Background: an optimization exercise with open tools, aiming at small area, a short achievable clock period and few clock cycles per item. Do not read the settings as production practice. The RTL was checked by simulation tests, not by an equivalence proof against the original design.

**design/flow/run.sh**
```bash
#!/bin/bash
# synth_recipe.tcl (not shown) runs the flow's synth.tcl, then flattens the netlist and writes it again
# the make line also repeats each setting of config.mk as NAME=value (left out here)
make -C /OpenROAD-flow-scripts/flow DESIGN_CONFIG=/design/flow/config.mk WORK_HOME=/design/flow/orfs CLKGATE_MAP_FILE= SYNTH_SCRIPT=/design/flow/synth_recipe.tcl finish
```
**design/flow/config.mk**
```make
export PLATFORM = sky130hd
export DESIGN_NAME = gnn_mlp_4x4x2
export DESIGN_NICKNAME = gnn_mlp_4x4x2
export VERILOG_FILES = /design/flow/design.v
export SDC_FILE = /design/flow/constraint.sdc
export NUM_CORES = 4
export LEC_CHECK = 0
export CAP_MARGIN = 20
export CORE_MARGIN = 2
export CORE_UTILIZATION = 40
export SLEW_MARGIN = 20
```
**design/flow/constraint.sdc**
```tcl
create_clock -name core_clock -period 8.0 [get_ports {clk}]
set_input_delay 1.6000 -clock core_clock [delete_from_list [all_inputs] [get_ports {clk}]]
set_output_delay 1.6000 -clock core_clock [all_outputs]
set_load 0.01 [all_outputs]
```
**design/flow/design.v**
```verilog
module gnn_mlp_4x4x2 #(
  parameter int IN_W  = 5,
  parameter int HID_W = 11,
  parameter int OUT_W = 17
) (
  input  logic                    clk,
  input  logic                    rst_n,
  input  logic                    in_ready,
  input  logic signed [IN_W-1:0]  x0,
  input  logic signed [IN_W-1:0]  x1,
  input  logic signed [IN_W-1:0]  x2,
  input  logic signed [IN_W-1:0]  x3,
  input  logic signed [IN_W-1:0]  w04,
  input  logic signed [IN_W-1:0]  w14,
  input  logic signed [IN_W-1:0]  w24,
  input  logic signed [IN_W-1:0]  w34,
  input  logic signed [IN_W-1:0]  w05,
  input  logic signed [IN_W-1:0]  w15,
  input  logic signed [IN_W-1:0]  w25,
  input  logic signed [IN_W-1:0]  w35,
  input  logic signed [IN_W-1:0]  w06,
  input  logic signed [IN_W-1:0]  w16,
  input  logic signed [IN_W-1:0]  w26,
  input  logic signed [IN_W-1:0]  w36,
  input  logic signed [IN_W-1:0]  w07,
  input  logic signed [IN_W-1:0]  w17,
  input  logic signed [IN_W-1:0]  w27,
  input  logic signed [IN_W-1:0]  w37,
  input  logic signed [IN_W-1:0]  w48,
  input  logic signed [IN_W-1:0]  w58,
  input  logic signed [IN_W-1:0]  w68,
  input  logic signed [IN_W-1:0]  w78,
  input  logic signed [IN_W-1:0]  w49,
  input  logic signed [IN_W-1:0]  w59,
  input  logic signed [IN_W-1:0]  w69,
  input  logic signed [IN_W-1:0]  w79,
  output logic signed [OUT_W-1:0] out0,
  output logic signed [OUT_W-1:0] out1,
  output logic                    out0_ready,
  output logic                    out1_ready
);
  localparam int SUM1_W = 2 * IN_W + 2;
  logic signed [IN_W-1:0]   x_p0  [4];
  logic signed [IN_W-1:0]   w1_p0 [4][4];
  logic signed [IN_W-1:0]   w2_p0 [4][2];
  logic signed [SUM1_W-1:0] sum_p0 [4];
  logic [HID_W-1:0]         h_p1  [4];
  logic signed [IN_W-1:0]   w2_p1 [4][2];
  logic                     vld_p1;
  logic signed [OUT_W-1:0]  acc_p1 [2];
  logic                     vld_p2;
  function automatic logic [HID_W-1:0] relu(input logic signed [SUM1_W-1:0] s);
    relu = s[SUM1_W-1] ? {HID_W{1'b0}} : s[HID_W-1:0];
  endfunction
  function automatic logic signed [OUT_W-1:0] hid_ext(input logic [HID_W-1:0] h);
    hid_ext = $signed(OUT_W'(h));
  endfunction
  assign x_p0[0] = x0;
  assign x_p0[1] = x1;
  assign x_p0[2] = x2;
  assign x_p0[3] = x3;
  assign w1_p0[0][0] = w04;
  assign w1_p0[1][0] = w14;
  assign w1_p0[2][0] = w24;
  assign w1_p0[3][0] = w34;
  assign w1_p0[0][1] = w05;
  assign w1_p0[1][1] = w15;
  assign w1_p0[2][1] = w25;
  assign w1_p0[3][1] = w35;
  assign w1_p0[0][2] = w06;
  assign w1_p0[1][2] = w16;
  assign w1_p0[2][2] = w26;
  assign w1_p0[3][2] = w36;
  assign w1_p0[0][3] = w07;
  assign w1_p0[1][3] = w17;
  assign w1_p0[2][3] = w27;
  assign w1_p0[3][3] = w37;
  assign w2_p0[0][0] = w48;
  assign w2_p0[1][0] = w58;
  assign w2_p0[2][0] = w68;
  assign w2_p0[3][0] = w78;
  assign w2_p0[0][1] = w49;
  assign w2_p0[1][1] = w59;
  assign w2_p0[2][1] = w69;
  assign w2_p0[3][1] = w79;
  always_comb begin
    for (int k = 0; k < 4; k++) begin
      sum_p0[k] = '0;
      for (int i = 0; i < 4; i++)
        sum_p0[k] = sum_p0[k] + SUM1_W'(x_p0[i]) * SUM1_W'(w1_p0[i][k]);
    end
  end
  always_ff @(posedge clk or negedge rst_n) begin
    if (!rst_n) begin
      vld_p1 <= 1'b0;
      for (int k = 0; k < 4; k++) begin
        h_p1[k]     <= '0;
        w2_p1[k][0] <= '0;
        w2_p1[k][1] <= '0;
      end
    end else begin
      vld_p1 <= in_ready;
      if (in_ready) begin
        for (int k = 0; k < 4; k++) begin
          h_p1[k]     <= relu(sum_p0[k]);
          w2_p1[k][0] <= w2_p0[k][0];
          w2_p1[k][1] <= w2_p0[k][1];
        end
      end
    end
  end
  always_comb begin
    for (int o = 0; o < 2; o++) begin
      acc_p1[o] = '0;
      for (int j = 0; j < 4; j++)
        acc_p1[o] = acc_p1[o] + hid_ext(h_p1[j]) * OUT_W'(w2_p1[j][o]);
    end
  end
  always_ff @(posedge clk or negedge rst_n) begin
    if (!rst_n) begin
      vld_p2 <= 1'b0;
      out0   <= '0;
      out1   <= '0;
    end else begin
      vld_p2 <= vld_p1;
      if (vld_p1) begin
        out0 <= acc_p1[0];
        out1 <= acc_p1[1];
      end
    end
  end
  assign out0_ready = vld_p2;
  assign out1_ready = vld_p2;
endmodule
```
==> results.txt <==
Synth Flop Type - dfrtp_1
Avg Cell Area, Syn - 9.578 µm²
Worst hold slack - 0.4837 ns
Iter 0 DRT Violations - 1263
CTS tree - built
Worst Path Max Fanout - 20
Synth Cell Area - 39420 µm²
Number of hold buffers added after CTS - 0
Total GRT Usage - 0.2025
Hold Vio Cnt, Final - 0
Syn-to-layout area delta - 11.59%
PostCTS Resize Cnt - 0
Clock sinks - 120
Antenna Violating Nets Remaining - 0
Setup crit start kind - primary input
Fraction of layout cells with a size suffix above 1 - 0.05080
Met2 WL - 46.63 mm
Filler cells - 9433
Antenna Cells - 0
Post-route minimum period - 7.512 ns
Slew HR - 0.3821
Num rows - 115
Async S/R FF share, synth - 1.000
Initial antenna violation count - 3
Post-route clock period utilization - 0.9390
I/O Pins - 179
FF+latch count, synth - 120
Placed instance count - 5547
Reg clk slew, reported paths - 0.06 ns
Final Net Count - 5740
Postcts setup bufs - 0
Core footprint - 97990 µm²
Fin Setup TNS - 0 ns
CP arrival - 7.89 ns
Sequential cell area - 3004 µm²
Final Non-Filler Cells - 5578
Unrepaired setup endpoints after global routing - no
Worst-Skew Late Latency - 0.49 ns
Post-Synthesis Net Count - 5577
Starting Density - 0.4023
WL final - 95.72 mm
Setup CP Type - primary input to register
Port Buffer Count - 178
Pin count of the biggest net entering global routing - 67
DR top layer - met5
GP Congestion - 0.8604
Synth area leader - fa_1
Root buffer cell - clkbuf_16
Inserted Clock Buffers - 17
Netlist cell types - 48
Number of global-route vias before repair - 28.96k
WL met1 - 42.26 mm
H-tree depth - 4
Hold Crit Class - register to register
Share of the synthesized area in the top cell type - 0.4682
Seq/Total Area, Yosys - 0.07617
Total number of yosys warnings - 8
Routed length per instance - 17.16 µm
Mapped Cells - 4116
First-pass iteration count of the detailed router - 7
First-pass GRT wire length - 159.1 mm
Outcome - timing/DRC/antenna clean
Die width - 317.9 µm
Die Area - 101100 µm²
Avg Vias per Cell - 4.700
DP HPWL - 82.10 mm
Worst EP required - 8.38 ns
Slew @ Worst Pin - 0.9269 ns
Fmax - 133.1 MHz
Die height - 317.9 µm
Clock Tree Buf Depth - 2
Via count - 26.22k
Slew Viols, Final - 0
Clk_skew - 0.01266 ns
Crit end category - register
Remaining DRCs - 0
Grt total ovfl - 0
Met3 wire len - 4.615 mm
Synth top area cells - fa_1 (47%), ha_1 (13%), inv_1 (11%)
Post-synth EDFFs - 0
Multi-input logic area - 31430 µm²
Setup violators final - 0
Max-cap violations - 0
cell usage in the layout, fill, tap and decap left out, drive strengths merged, types with 6 or more instances in the layout:
master,count
xnor2,106
and3,7
nand2b,45
inv,1175
o32ai,6
xor2,26
mux2,61
nand2,389
a21oi,42
buf,116
clkdlybuf4s50,176
clkbuf,20
o22ai,45
a21o,11
o21bai,9
o21ai,51
fa,922
nor2,55
and2,365
nor2b,72
dfrtp,120
ha,396
o21a,13
nor3,10
registers in the layout, summed over array words and instances (netlist names):
name    flops
w2_p1      40
vld_p1      1
h_p1       44
out1       17
out0       17
vld_p2      1
metrics by stage:
step                      cell area [µm²]    util  setup slack [ns]
final                               43990  0.4490            0.4878
after global routing                43990  0.4490            0.1033
after CTS                           43990  0.4490            0.5162
after detailed placement            43340  0.4423          -0.01533
after global placement              43340  0.4423           0.06198
after floorplan                     39420       -            0.4119
final timing paths:
check                           cells past startpoint                      end  slack (ns)                    from
worst min-delay path                                2      out1[3]$_DFFE_PN0P_        0.48     out1[3]$_DFFE_PN0P_
max in group asynchronous                           2   h_p1[1][8]$_DFFE_PN0P_        5.62                   rst_n
worst min register to register                      2      out1[3]$_DFFE_PN0P_        0.48     out1[3]$_DFFE_PN0P_
worst max register to register                     20     out1[16]$_DFFE_PN0P_        1.20  h_p1[2][0]$_DFFE_PN0P_
min in group asynchronous                           1      out0[6]$_DFFE_PN0P_        1.09                   rst_n
worst max-delay path                               22  h_p1[0][10]$_DFFE_PN0P_        0.49                   x3[4]
final cells by class:
type                            count  area share
Multi-Input combinational cell   2673      0.7145
Inverter                         1175      0.1003
Timing Repair Buffer              292     0.06561
Clock inverter                     11    0.004408
Sequential cell                   120     0.06828
Tap cell                         1287     0.03660
Clock buffer                       20     0.01038
cells in the mapped netlist, types with 7 or more instances:
master and number:
inv_1 1173, fa_1 922, ha_1 396, nand2_1 389
and2_1 365, clkbuf_1 140, dfrtp_1 120, xnor2_1 106
nor2b_1 72, mux2_2 61, nor2_1 55, o22ai_1 45
o21ai_0 44, nand2b_1 43, a21oi_1 42, xor2_1 26
o21a_1 13, a21o_1 11, nor3_1 10, o21bai_1 9
and3_1 7
routing by layer:
layer  global-route usage  up-vias
li1                     -    12194
met1               0.2762    13325
met2               0.3419      605
met3              0.02764       91
met4              0.04783        4
met5                    0        -
worst max-delay path, stage by stage:
cell and delay, ns:
clkdlybuf4s50_1 0.44, buf_12 0.18, nand2_1 0.11, inv_1 0.07, fa_1 0.65, inv_1 0.09
fa_1 0.48, inv_1 0.05, fa_1 0.49, fa_1 0.47, fa_1 0.50, fa_1 0.49
inv_1 0.05, fa_1 0.51, inv_1 0.06, ha_1 0.20, or4_1 0.51, o22ai_1 0.17
o21ai_0 0.14, xnor2_1 0.16, nand2b_4 0.18, o32ai_1 0.29
logic make-up (layout without fill, tap and decap cells):
| logic type | after synthesis | count (layout) | synth area share |
|---|---|---|---|
| AND/OR/NAND/NOR | 964 | 964 | 0.1249 |
| flip-flops | 120 | 120 | 0.07617 |
| XOR/XNOR | 132 | 132 | 0.02932 |
| multiplexers | 64 | 64 | 0.01819 |
| adder cells (fa/ha/maj) | 1318 | 1318 | 0.5939 |
| buffers and inverters | 1323 | 1498 | 0.1265 |
| AO/OA/AOI/OAI | 195 | 195 | 0.03107 |
Testbench counts, summed over its fixed seeds: cycles 16,016, items 16,000.

[separate check: timing with driven ports]
No port has a modelled driver above. Below, the same layout with a new extraction and two added sets of constraints. Step 1 assumes that a clkbuf_16 drives the clock port and a buf_2 every other input. Step 2 times the ports against the registers' clock, not the clock port: input delays grow and output delays shrink by t, the midpoint of the rising clock arrivals with the driver on. Slacks: no drivers / after step 1 / after step 2; pairs: no drivers / after step 1.
t, ns: 0.538
slack for setup (ns): 0.488 / 0.523 / -0.015
hold WS [ns]: 0.484 / 0.484 / 0.484
Met with ideal ports but missed after step 2: setup timing in this run. The setup slack of this run moves by +0.035 ns with the drivers and by -0.503 ns with both steps.
